From an optimization exercise on the open Yosys and OpenROAD flow, aimed at small area, a short achievable clock period and few clock cycles per item; shortcuts taken in it are not production practice.
No functional check of the RTL was part of any run shown here.
No activity file was given, so power comes from the tool's default toggle rates.

$ cat run.sh
#!/bin/bash
# synth_recipe.tcl (not shown) runs the flow's synth.tcl, then flattens the netlist and writes it again
# the make line also repeats each setting of config.mk as NAME=value (left out here)
make -C /OpenROAD-flow-scripts/flow DESIGN_CONFIG=/design/flow/config.mk WORK_HOME=/design/flow/orfs CLKGATE_MAP_FILE= SYNTH_SCRIPT=/design/flow/synth_recipe.tcl finish
$ cat config.mk
export PLATFORM = sky130hd
export DESIGN_NAME = echo_median_distance_filter_unit
export DESIGN_NICKNAME = echo_median_distance_filter_unit
export VERILOG_FILES = /design/flow/design.v
export SDC_FILE = /design/flow/constraint.sdc
export NUM_CORES = 4
export LEC_CHECK = 0
export CAP_MARGIN = 20
export CORE_MARGIN = 2
export CORE_UTILIZATION = 40
export SETUP_SLACK_MARGIN = 4.2
export SLEW_MARGIN = 20
$ cat constraint.sdc
create_clock -name core_clock -period 7.0 [get_ports {clk}]
set_input_delay 1.4000 -clock core_clock [delete_from_list [all_inputs] [get_ports {clk}]]
set_output_delay 1.4000 -clock core_clock [all_outputs]
set_load 0.01 [all_outputs]
$ cat design.v
package emdf_pkg;
  localparam int DUR_W      = 16;
  localparam int SPEED_W    = 12;
  localparam int DIST_W     = 20;
  localparam int COUNT_W    = 3;
  localparam int PROD_W     = DUR_W + SPEED_W;
  localparam int PROD_SHIFT = 8;
  localparam int CFG_IDX_W  = 1;
  localparam logic [SPEED_W-1:0] HALF_SPEED_RESET = 12'd1124;
  localparam logic [DIST_W-1:0]  MIN_DIST_RESET   = 20'd1536;
  localparam logic [DUR_W-1:0]   LIMIT_RESET      = 16'd349;
  localparam logic [CFG_IDX_W-1:0] REG_HALF_SPEED = 1'b0;
  localparam logic [CFG_IDX_W-1:0] REG_MIN_DIST   = 1'b1;
  typedef logic [DIST_W-1:0] dist_t;
  typedef logic [DUR_W-1:0]  dur_t;
endpackage
import emdf_pkg::*;
module emdf_cell (
  input  logic [SPEED_W-1:0] speed,
  input  logic [11:0]        s,
  input  logic [11:0]        c,
  input  logic               cin,
  input  logic [3:0]         m4,
  output logic [11:0]        s_next,
  output logic [11:0]        c_next,
  output logic               cout,
  output logic [3:0]         low
);
  logic [15:0] p0, p1, p2, p3, sv, cv;
  logic [15:0] x1, y1, x2, y2, x3, y3, x4, y4;
  logic [4:0]  lsum;
  assign sv = 16'(s);
  assign cv = 16'(c);
  assign p0 = m4[0] ? 16'(speed)       : 16'd0;
  assign p1 = m4[1] ? 16'(speed) << 1  : 16'd0;
  assign p2 = m4[2] ? 16'(speed) << 2  : 16'd0;
  assign p3 = m4[3] ? 16'(speed) << 3  : 16'd0;
  assign x1 = sv ^ cv ^ p0;
  assign y1 = ((sv & cv) | (sv & p0) | (cv & p0)) << 1;
  assign x2 = p1 ^ p2 ^ p3;
  assign y2 = ((p1 & p2) | (p1 & p3) | (p2 & p3)) << 1;
  assign x3 = x1 ^ y1 ^ x2;
  assign y3 = ((x1 & y1) | (x1 & x2) | (y1 & x2)) << 1;
  assign x4 = x3 ^ y3 ^ y2;
  assign y4 = ((x3 & y3) | (x3 & y2) | (y3 & y2)) << 1;
  assign lsum   = 5'(x4[3:0]) + 5'(y4[3:0]) + 5'(cin);
  assign low    = lsum[3:0];
  assign cout   = lsum[4];
  assign s_next = x4[15:4];
  assign c_next = y4[15:4];
endmodule
import emdf_pkg::*;
module emdf_chain (
  input  logic                clk,
  input  logic                acc,
  input  logic [2:0]          pos,
  input  emdf_pkg::dur_t      x,
  output emdf_pkg::dur_t      t0,
  output emdf_pkg::dur_t      t1,
  output emdf_pkg::dur_t      t2
);
  logic c0, c1, c2;
  function automatic logic dur_gt(input logic [15:0] a, input logic [15:0] b);
    logic g;
    g = 1'b0;
    for (int i = 0; i < 16; i++) g = (a[i] & ~b[i]) | ((a[i] | ~b[i]) & g);
    dur_gt = g;
  endfunction
  assign c0 = (pos == 3'd0) || dur_gt(x, t0);
  assign c1 = (pos <= 3'd1) || dur_gt(x, t1);
  assign c2 = (pos <= 3'd2) || dur_gt(x, t2);
  always_ff @(posedge clk) begin
    if (acc) begin
      if (c0) t0 <= x;
      if (c0)      t1 <= t0;
      else if (c1) t1 <= x;
      if (c1)      t2 <= t1;
      else if (c2) t2 <= x;
    end
  end
endmodule
import emdf_pkg::*;
module echo_median_distance_filter_unit #(
  parameter int WINDOW = 5
) (
  input  logic                 clk,
  input  logic                 rst,
  input  logic                 in_valid,
  output logic                 in_stall,
  input  logic [DUR_W-1:0]     echo_duration_us,
  output logic                 out_valid,
  input  logic                 out_stall,
  output logic [DIST_W-1:0]    distance_q8,
  output logic                 found,
  output logic [COUNT_W-1:0]   kept_count,
  input  logic                 cfg_valid,
  output logic                 cfg_ready,
  input  logic [CFG_IDX_W-1:0] cfg_index,
  input  logic [31:0]          cfg_data
);
  logic [SPEED_W-1:0] speed;
  emdf_pkg::dist_t    min_dist;
  emdf_pkg::dur_t     limit;
  logic [4:0]         div_cnt;
  logic               div_busy;
  logic               div_init;
  logic               div_first;
  logic               div_sat;
  logic               div_zero;
  logic [DIST_W:0]    min_m1;
  logic [12:0]        div_r2;
  logic [13:0]        div_diff;
  logic               div_q;
  logic               in_acc;
  logic [2:0]         pos;
  logic [2:0]         kept;
  logic               keep;
  logic               win_full;
  emdf_pkg::dur_t     t0, t1, t2;
  emdf_pkg::dur_t     median;
  logic               xfer;
  logic               med_v;
  emdf_pkg::dur_t     med;
  logic [2:0]         med_count;
  logic               start;
  logic [2:0]         phase;
  logic [11:0]        acc_s;
  logic [11:0]        acc_c;
  logic               acc_cin;
  logic [7:0]         prod_mid;
  logic [11:0]        s_next;
  logic [11:0]        c_next;
  logic               cout;
  logic [3:0]         low;
  logic [2:0]         res_count;
  function automatic logic dur_gt(input logic [15:0] a, input logic [15:0] b);
    logic g;
    g = 1'b0;
    for (int i = 0; i < 16; i++) g = (a[i] & ~b[i]) | ((a[i] | ~b[i]) & g);
    dur_gt = g;
  endfunction
  assign cfg_ready = 1'b1;
  assign div_busy  = (div_cnt != 5'd0);
  assign in_stall  = div_busy || (win_full && med_v);
  assign in_acc    = in_valid && !in_stall;
  always_ff @(posedge clk) begin
    if (rst) begin
      speed    <= HALF_SPEED_RESET;
      min_dist <= MIN_DIST_RESET;
    end else if (cfg_valid) begin
      case (cfg_index)
        REG_HALF_SPEED: speed    <= cfg_data[SPEED_W-1:0];
        REG_MIN_DIST:   min_dist <= cfg_data[DIST_W-1:0];
        default: ;
      endcase
    end
  end
  assign div_init  = (div_cnt == 5'd18);
  assign div_first = (div_cnt == 5'd17);
  assign min_m1    = {1'b0, min_dist} - 21'd1;
  assign div_r2    = {acc_s, limit[15]};
  assign div_diff  = {1'b0, div_r2} - {2'b00, speed};
  assign div_q     = !div_diff[13];
  always_ff @(posedge clk) begin
    if (rst) begin
      div_cnt <= 5'd0;
    end else if (cfg_valid) begin
      div_cnt <= 5'd18;
    end else if (div_busy) begin
      div_cnt <= div_cnt - 5'd1;
    end
  end
  always_ff @(posedge clk) begin
    if (rst) begin
      limit <= LIMIT_RESET;
    end else if (div_init) begin
      limit    <= {min_m1[8:0], 7'h7F};
      div_zero <= min_m1[DIST_W];
    end else if (div_busy) begin
      if (div_first) begin
        limit   <= {limit[14:0], 1'b1};
        div_sat <= div_q;
      end else begin
        limit <= {limit[14:0], (div_q || div_sat) && !div_zero};
      end
    end
  end
  assign keep = dur_gt(echo_duration_us, limit);
  assign xfer = win_full && !med_v;
  always_ff @(posedge clk) begin
    if (rst) begin
      pos      <= 3'd0;
      win_full <= 1'b0;
    end else begin
      if (xfer) win_full <= 1'b0;
      if (in_acc) begin
        if (pos == 3'(WINDOW - 1)) begin
          pos      <= 3'd0;
          win_full <= 1'b1;
        end else begin
          pos <= pos + 3'd1;
        end
      end
    end
  end
  always_ff @(posedge clk) begin
    if (in_acc) kept <= ((pos == 3'd0) ? 3'd0 : kept) + 3'(keep);
  end
  emdf_chain u_chain (
    .clk (clk),
    .acc (in_acc),
    .pos (pos),
    .x   (echo_duration_us),
    .t0  (t0),
    .t1  (t1),
    .t2  (t2)
  );
  always_comb begin
    case (kept)
      3'd0:         median = '0;
      3'd1, 3'd2:   median = t0;
      3'd3, 3'd4:   median = t1;
      default:      median = t2;
    endcase
  end
  always_ff @(posedge clk) begin
    if (rst) begin
      med_v <= 1'b0;
    end else if (xfer) begin
      med_v <= 1'b1;
    end else if (phase == 3'd4) begin
      med_v <= 1'b0;
    end
  end
  always_ff @(posedge clk) begin
    if (xfer) begin
      med       <= median;
      med_count <= kept;
    end else if (start || (phase != 3'd0 && phase != 3'd5)) begin
      med <= med >> 4;
    end
  end
  assign start = med_v && (phase == 3'd0) && (!out_valid || !out_stall);
  emdf_cell u_step (
    .speed  (speed),
    .s      (start ? 12'd0 : acc_s),
    .c      (start ? 12'd0 : acc_c),
    .cin    (start ? 1'b0 : acc_cin),
    .m4     (med[3:0]),
    .s_next (s_next),
    .c_next (c_next),
    .cout   (cout),
    .low    (low)
  );
  always_ff @(posedge clk) begin
    if (rst) begin
      phase <= 3'd0;
    end else if (start) begin
      phase <= 3'd2;
    end else if (phase == 3'd5) begin
      phase <= 3'd0;
    end else if (phase != 3'd0) begin
      phase <= phase + 3'd1;
    end
  end
  always_ff @(posedge clk) begin
    if (start || (phase != 3'd0 && phase != 3'd5)) begin
      acc_s    <= s_next;
      acc_c    <= c_next;
      acc_cin  <= cout;
      prod_mid <= {low, prod_mid[7:4]};
    end else if (phase == 3'd5) begin
      acc_s <= acc_s + acc_c + 12'(acc_cin);
    end else if (div_init) begin
      acc_s <= {1'b0, min_m1[19:9]};
    end else if (div_busy) begin
      acc_s <= div_q ? div_diff[11:0] : div_r2[11:0];
    end
  end
  always_ff @(posedge clk) begin
    if (start) res_count <= med_count;
  end
  always_ff @(posedge clk) begin
    if (rst) begin
      out_valid <= 1'b0;
    end else if (phase == 3'd5) begin
      out_valid <= 1'b1;
    end else if (!out_stall) begin
      out_valid <= 1'b0;
    end
  end
  assign distance_q8 = {acc_s, prod_mid};
  assign kept_count  = res_count;
  assign found       = (res_count != 3'd0);
endmodule
==> results.txt, run 1 <==
Counting every net in the synthesized netlist gives 1395. Data arrives at the worst endpoint at 3.91 ns. The final critical-path share of the clock period came out at 52.9%.

The final number of hold-violating endpoints came to 0. The library cells used most frequently in the layout, excluding fill and tap cells, are nand2_1, edfxtp_1, inv_1, nor2_1, buf_4. The final-report max-slew violation count came out at 0. Global routing used 22.8% of the available tracks. The number of antenna violations at the first check in global routing is 0. The clock-pin slew on the worst setup and hold paths is 0.07 ns.

The static leakage came out at 0.00580 uW. The power per unit of standard cell area is 408 nW/um^2. The shortest clock period the worst path allows after layout is 3.70 ns. After the last flow step, the layout net total stands at 1528. The HPWL after detailed placement came out at 22700 um. The net switching share of the total power came out at 41.0%. The kind of start point of the critical path is a primary input. The flow ran to the end and the layout has no timing, DRC or antenna violations. The cell internal power dissipation came out at 3540 uW.

The number of top-level design ports is 81. Of the post-synthesis cell area, the dominant cell type holds 28.2%. Yosys mapped the design onto 71 distinct sky130hd cell types. The fraction of final layout cells with drive strength greater than 1 is 22.9%.

The number of endpoints failing setup at the final stage came out at 0. Grouping stages by cell kind, the critical path spends the most delay in compound AO/OA/AOI/OAI gates. The combinational share of power came out at 57.0%. In the synthesized netlist, the number of instances is 1250. The number of placement rows is 62. The pre-antenna-repair detailed-routing pass consisted of 5 iterations. The critical path is of the in -> reg type. The level count of the clock H-tree came out at 4. For this run, the number of Yosys warnings is 2. The overall overflow remaining after global route came out at 0. The part of the power in registers is 27.7%. The detailed router finished its first iteration with 928 violations. The maximum number of buffers from clock root to sink came out at 2.

The largest vdd supply drop is 178 uV. The area of the die is 30100 um^2. The number of antenna diodes came out at 0. STA puts the critical path data required time at 7.21 ns.

The residual antenna-violating net count after detailed routing is 0. The net switching power is 2460 uW. Setup repair after global routing could not meet its margin everywhere. The clock share of power came out at 15.4%. Leaving out fill and tap cells, the most frequent cell in the layout is nand2_1. After detailed routing, the average wire length per cell comes to 19.0 um. TritonCTS built the clock tree. The min-delay analysis places its worst path in the category reg -> reg.

The worst max-slew margin expressed relative to the limit is 22.9%. The sum of negative setup slack is 0 ns. The height of the die is 174 um. The number of buffers created by CTS is 17.

The slowest stage cell on the critical path is o31a_4. Of all nets on the critical path, the largest fanout is 7. The core region area is 28500 um^2. Across the run, the number of max-cap violations was 0. The total via count after detailed routing came out at 9886. The share of the Yosys chip area taken by registers is 39.0%. Clock tree synthesis selected as its root buffer the cell clkbuf_16. The maximum frequency from static timing analysis came out at 0.270 GHz. In the routed layout, each cell is associated on average with a via count of 5.55. The kind of capture point of the worst setup path is a flip-flop. The routability congestion estimate from global placement came out at 0.881. Walking the worst path, the cells encountered are buf_12 > nor2b_4 > buf_6 > o211ai_1 > a31oi_2 > o31ai_2 > buf_4 > a211oi_2 > buf_4 > a41oi_2 > o21ai_2 > a31o_4 > o31a_4 > buf_6. The count of input and output buffers came out at 67.

The die outline width is 174 um. The later pin in the worst-skew pair is clocked with a latency of 0.44 ns. The clock sink count came out at 170.

The flip-flop cell with the highest count after synthesis is edfxtp_1. The average footprint of a synthesized cell is 9.20 um^2. At the pin with the least slew margin, the transition time is 1.15 ns. The via count of the first global-routing pass came out at 9642. In this design, the stage delay of the slowest critical-path cell is 0.38 ns.

The residual DRC count is 0. The mapped cell area came out at 11500 um^2. The routed wire length is 33900 um.

The proportion of synthesized flip-flops having asynchronous set or reset is 0%. The count of buffer and inverter cells on the critical path is 5. The most area-hungry cell type in the Yosys netlist is edfxtp_1. The global-route wire length before repair came out at 54100 um.

The worst setup skew after layout came out at 0.0119 ns. The utilization of the core after routing is 51.6%. The synthesized flop and latch total is 170. The initial utilization of the core area, before any placement, comes to 40.3%. The area added between synthesis and finish came out at 27.9%. Counting flops with a built-in enable in the synthesized netlist gives 108. The final total power is 6000 uW. Yosys attributes the largest share of cell area to edfxtp_1, dfxtp_1, fa_1. The largest net degree at the start of global routing is 62.
-- final timing paths --
kind                             from             to  slack [ns]  cells past startpoint
setup / recovery  echo_duration_us[0]  u_chain.t2[9]        3.30                     14
hold / removal           med_count[1]   res_count[1]        0.42                      0
setup reg to reg             phase[0]       acc_s[5]        3.46                     14
hold reg to reg          med_count[1]   res_count[1]        0.42                      0
-- logic make-up (layout without fill, tap and decap cells) --
logic type	after synthesis	in the layout	synth area share [%]
simple gates	434	437	18.3
compound gates	305	306	17.6
buf+inv	175	317	5.87
flops	170	170	39.0
fa+ha+maj	107	107	14.4
xor+xnor	35	35	2.66
mux	23	23	2.23
other cells	1	1	0.0326
-- through the flow --
step	cells	hold slack (ns)	area (um^2)	setup WS, ns
3_3_place_gp	1657	0.407	12700	2.00
3_5_place_dp	1657	0.405	12700	2.01
2_1_floorplan	1250	0.400	11700	3.05
6_report	1780	0.417	14700	3.30
5_1_grt	1780	0.431	14700	3.19
4_1_cts	1769	0.419	14400	3.28
-- cells in the mapped netlist, drive strengths merged (4+ instances only) --
master,instances
nand2,146
o22ai,13
o21bai,5
a21o,5
o21ai,78
nor4,7
nand3b,5
clkbuf,46
a31oi,7
maj3,16
a21oi,66
fa,47
nor3,18
nor2b,24
nand2b,27
dfxtp,62
buf,6
mux2i,8
and3,4
a22oi,17
o211ai,9
edfxtp,108
a221oi,14
nor2,85
o21a,4
a2bb2oi,4
xnor2,22
o221ai,4
nand4,6
ha,44
a211oi,17
o32ai,5
or3,6
inv,123
xor2,13
a21boi,10
a211o,5
and2,72
nand3,28
mux2,15
o31ai,4
a2111oi,11
-- sequential cells by signal, summed over array words and instances, names as in the netlist, 5 cells and up --
name,flops
acc_c,12
acc_s,12
div_cnt,5
limit,16
med,16
min_dist,20
prod_mid,8
speed,12
u_chain.t0,16
u_chain.t1,16
u_chain.t2,16
-- layer usage --
layer / global-route usage, % / vias up / routed length [um]
met1: 31.5 / 4811 / 15300
met2: 37.3 / 338 / 16000
met3: 3.16 / 53 / 1860
met4: 7.21 / 0 / 754
li1: - / 4684 / -
met5: 0 / - / 0
-- power groups by stage --
stage | combinational (uW) | clock, uW | sequential, uW
after global placement | 2670 | 0 | 1700
final | 3420 | 922 | 1660
after global routing | 3800 | 974 | 1690
after detailed placement | 2700 | 0 | 1700
after CTS | 3250 | 933 | 1650
after floorplan | 1930 | 0 | 1610
-- timing repair --
action	in CTS	in global routing
setup buffers	72	11
pin swaps	72	46
setup endpoints to repair	175	117
hold buffers	0	0
resized for setup	228	65
cloned	8	0
-- cell type report --
class / instances / area (um^2)
Multi-Input combinational cell: 909 / 7100
Sequential cell: 170 / 4500
Tap cell: 384 / 480
Clock buffer: 24 / 504
Inverter: 123 / 483
Timing Repair inverter: 1 / 7.51
Timing Repair Buffer: 161 / 1590
Fill cell: 2653 / 13800
Clock inverter: 8 / 56.3
==> run 2, diff against run 1 <==
--- a/config.mk
+++ b/config.mk
@@ -7,2 +7,3 @@
 export LEC_CHECK = 0
+export ABC_CLOCK_PERIOD_IN_PS = 2500
 export CAP_MARGIN = 20
==> run 2 against run 1 <==
  * Worst setup slack is the same
  * Core utilization unchanged
  * Clock power about the same
  * Synthesized cell count did not move
  * Flip-flop and latch count unchanged
  * Critical path depth is the same
  * Hold slack did not move
  * First-iteration DRC count unchanged
  * Clock-buffer cell count unchanged
  * Non-clock buffer count stayed put
  * Critical path type unchanged
  * Critical endpoint unchanged
  * Largest cell class unchanged
  * Largest power group unchanged
==> results.txt, run 2 <==
The number of top-level design ports is 81 (unchanged). By area the synthesized netlist is led by edfxtp_1, dfxtp_1, fa_1. The number of placement rows is 62 (unchanged). The number of antenna diodes came out at 0 (unchanged). The fraction of final layout cells with drive strength greater than 1 came out at 22.9% (unchanged). The total instance count after detailed placement is 1657 (unchanged).

The post-route met1 wirelength came to 15300 um (unchanged). The library cell used most frequently in the layout, excluding fill and tap cells, is nand2_1. The commonest cells after synthesis are nand2_1, inv_1, edfxtp_1, nor2_1, o21ai_0. The shortest clock period the worst path allows after layout was 3.70 ns (unchanged). The level count of the clock H-tree came to 4 (unchanged). The via count of the first global-routing pass came to 9642 (unchanged). The clock sink count came out at 170 (unchanged). The cell internal power dissipation was 3540 uW (unchanged).

The count of input and output buffers came out at 67 (unchanged). The critical path data required time came to 7.21 ns (about the same). The final critical-path share of the clock period was 52.9% (unchanged). TritonCTS built the clock tree.

The clock root buffer is clkbuf_16. The compound-gate portion of the synthesized area was 17.6% (unchanged). The adder and majority cell fraction of the synthesized area is 14.4% (unchanged). The final worst hold slack came out at 0.417 ns (unchanged). The overall overflow remaining after global route is 0 (unchanged).

The final number of hold-violating endpoints came to 0 (unchanged). The average footprint of a synthesized cell came to 9.20 um^2 (unchanged). The total area of multi-input combinational cells is 7100 um^2 (unchanged).

The library cells used most frequently in the layout, excluding fill and tap cells, are nand2_1, edfxtp_1, inv_1, nor2_1, buf_4. The gate count of the mapped netlist is 1250 (unchanged). The die outline width is 174 um (unchanged). The routability congestion estimate from global placement is 0.881 (unchanged). The transition at the pin with the smallest max-transition slack is 1.15 ns (unchanged). The HPWL after detailed placement came out at 22700 um (unchanged). The routed wire length came to 33900 um (unchanged).

The part of the power in registers came out at 27.7% (about the same). The number of flops mapped to enable cells by yosys came out at 108 (unchanged). The power per unit of standard cell area is 408 nW/um^2 (unchanged).

The core region area is 28500 um^2 (unchanged). The net switching share of the total power came out at 41.0% (unchanged). The largest net degree at the start of global routing came out at 62 (unchanged).

The main combinational cell family by area after synthesis is simple AND/OR/NAND/NOR gates. The worst setup path is captured at a flip-flop. The total via count after detailed routing came out at 9886 (unchanged). The final-report max-slew violation count was 0 (unchanged). The count of buffer and inverter cells on the critical path came to 5 (unchanged).

The cell class contributing the biggest share of worst-path delay is compound AO/OA/AOI/OAI gates. The overall routing resource usage is 22.8% (unchanged). More flip-flops sit in one register than any other, and that register is min_dist.

The number of nets at the end of the flow is 1528 (unchanged). The number of iterations in the first detailed-routing pass was 5 (unchanged). The largest stage delay on the critical path came to 0.38 ns (about the same). The routed length per placed instance came out at 19.0 um (unchanged). The multiplexer fraction of the synthesized cell area is 2.23% (unchanged).

The largest vdd supply drop came out at 178 uV (unchanged). The number of violations reported at the end of detailed-routing iteration 0 is 928 (unchanged). The biggest area contributor in the post-synthesis netlist is edfxtp_1. The starting utilization of the core area is 40.3% (unchanged). The synthesis warning total came out at 2 (unchanged). The flip-flop count of the largest register, all copies and words added is 20 (unchanged).

The flip-flop cell with the highest count after synthesis is edfxtp_1. The net switching power came out at 2460 uW (unchanged). The post-synthesis simple-gate area fraction came out at 18.3% (unchanged). The maximum fanout encountered on the critical timing path came out at 7 (unchanged). The routed length on met3 came out at 1860 um (unchanged). The average via count per standard cell came out at 5.55 (unchanged). The residual DRC count is 0 (unchanged).

The signal on the critical path passes through buf_12 > nor2b_4 > buf_6 > o211ai_1 > a31oi_2 > o31ai_2 > buf_4 > a211oi_2 > buf_4 > a41oi_2 > o21ai_2 > a31o_4 > o31a_4 > buf_6. The max-cap check violation count came to 0 (unchanged). The residual antenna-violating net count after detailed routing is 0 (unchanged). Setup repair after global routing could not meet its margin everywhere.

The non-filler instance count after layout came out at 1780 (unchanged). The worst setup skew after layout is 0.0119 ns (unchanged). The proportion of synthesized flip-flops having asynchronous set or reset came out at 0% (unchanged). The register-to-register setup slack came out at 3.46 ns (about the same). The static leakage is 0.00580 uW (unchanged). The area added between synthesis and finish is 27.9% (unchanged).

The number of endpoints failing setup at the final stage came out at 0 (unchanged). The met2 wire length was 16000 um (unchanged). The number of distinct library cells after synthesis came out at 71 (unchanged).

The post-synthesis xor/xnor area fraction is 2.66% (unchanged). The maximum number of buffers from clock root to sink came out at 2 (unchanged). The global-route wire length before repair was 54100 um (unchanged).

The synthesized flop and latch total is 170 (unchanged). The clock-pin slew on the worst setup and hold paths came out at 0.07 ns (about the same). In this run the worst hold path is classified as reg -> reg. The flip-flop and latch area is 4500 um^2 (unchanged). The number of antenna violations at the first check in global routing is 0 (unchanged). The filler cell count came out at 2653 (unchanged).

The area of the die came out at 30100 um^2 (unchanged). The maximum frequency from static timing analysis is 0.270 GHz (unchanged). The mapped cell area came out at 11500 um^2 (unchanged). The slowest stage cell on the critical path is o31a_4. The height of the die came to 174 um (unchanged).

The source-to-sink clock delay at the later pin of the worst-skew pair was 0.44 ns (about the same). The combinational share of power came out at 57.0% (about the same). The clock share of power came to 15.4% (about the same).

The flow ran to the end and the layout has no timing, DRC or antenna violations. The number of buffers created by CTS is 17 (unchanged). The worst max-slew margin expressed relative to the limit came out at 22.9% (unchanged). The most frequent cell after synthesis is nand2_1. The critical path arrival came out at 3.91 ns (about the same). The worst setup path is launched from a primary input.

The portion of synthesized cell area occupied by the leading cell type came out at 28.2% (unchanged). The class of the most critical setup path is in -> reg. In this run the top signal layer used is met4. The sum of negative setup slack was 0 ns (unchanged).

The sequential area share after synthesis came to 39.0% (unchanged). The synthesized netlist net count came out at 1395 (unchanged).
run 2: cell counts in the layout (fill, tap and decap cells not counted):
No cell type changed its count.
run 2: kinds of logic after synthesis:
kind of cell / count (synthesis)
XOR/XNOR: 35
AND/OR/NAND/NOR: 434
flip-flops: 170
buffers and inverters: 175
multiplexers: 23
adder cells (fa/ha/maj): 107
other: 1
AO/OA/AOI/OAI: 305
run 2: power by group through the flow:
| stage | Combinational (uW) | Sequential [uW] | Clock [uW] |
|---|---|---|---|
| floorplan | 1930 | 1610 | 0 |
| CTS | 3250 | 1650 | 933 |
| global placement | 2670 | 1700 | 0 |
| global route | 3800 | 1690 | 974 |
| finish | 3420 | 1660 | 922 |
| detailed placement | 2700 | 1700 | 0 |
run 2: stage by stage:
step	setup WS, ns	total power [uW]	util (%)	cell area [um^2]
6_report	3.30	6000	51.6	14700
3_3_place_gp	2.00	4380	44.4	12700
5_1_grt	3.19	6460	51.6	14700
3_5_place_dp	2.01	4410	44.4	12700
2_1_floorplan	3.05	3540	-	11700
4_1_cts	3.28	5840	50.4	14400
run 2: area by class of cell:
| type | count | share of cell area (%) |
|---|---|---|
| repair buffers | 161 | 10.8 |
| well taps | 384 | 3.26 |
| inverters | 123 | 3.28 |
| flip-flops and latches | 170 | 30.5 |
| clock buffers | 24 | 3.43 |
| repair inverters | 1 | 0.0510 |
| multi-input cells | 909 | 48.2 |
| clock inverters | 8 | 0.383 |
run 2: final timing paths:
path	startpoint	to	cells after the start
worst min-delay path	med_count[1]	res_count[1]	0
worst max register to register	phase[0]	acc_s[5]	14
worst max-delay path	echo_duration_us[0]	u_chain.t2[9]	14
worst min register to register	med_count[1]	res_count[1]	0
run 2: routing by layer:
layer  vias to the layer above  GRT usage [%]
met5                         -              0
met4                         0           7.21
met3                        53           3.16
met2                       338           37.3
met1                      4811           31.5
li1                       4684              -
run 2: repair_timing:
item | CTS | global route
hold buffers | 0 | 0
gates resized for setup | 228 | 65
buffers inserted | 72 | 11
setup endpoints to repair | 175 | 117
cloned | 8 | 0
pin swaps | 72 | 46
run 2: worst register-to-register path: cells and delay by family (launching register included):
| family | cells | cell delay [ns] |
|---|---|---|
| flops | 1 | 0.35 |
| buf+inv | 5 | 0.49 |
| simple gates | 4 | 0.68 |
| compound gates | 1 | 0.08 |
| fa+ha+maj | 4 | 1.68 |

[port drivers added, routing unchanged]
The flow's constraints put no driver on any port. The routed layouts listed below were extracted and timed again, unchanged, in two steps. Step 1, drivers: a clkbuf_16 drives clk and a buf_2 each remaining input, both assumed. Step 2 adds t to the input delays and takes it off the output delays; t is the mean of the earliest and latest rising clock arrival at the registers after step 1. Input paths then give back, and output paths get back, about the clock's delay inside the block. Slacks: ideal ports / drivers / drivers and shift; pairs: ideal ports / drivers.
run	t, ns	setup slack, ns	worst setup path at the end	cell pins on the clock port's net
run 1	0.480	3.296 / 3.296 / 2.815	input to register	1
run 2	0.480	3.296 / 3.296 / 2.815	input to register	1
After both steps every run listed still meets setup and hold.
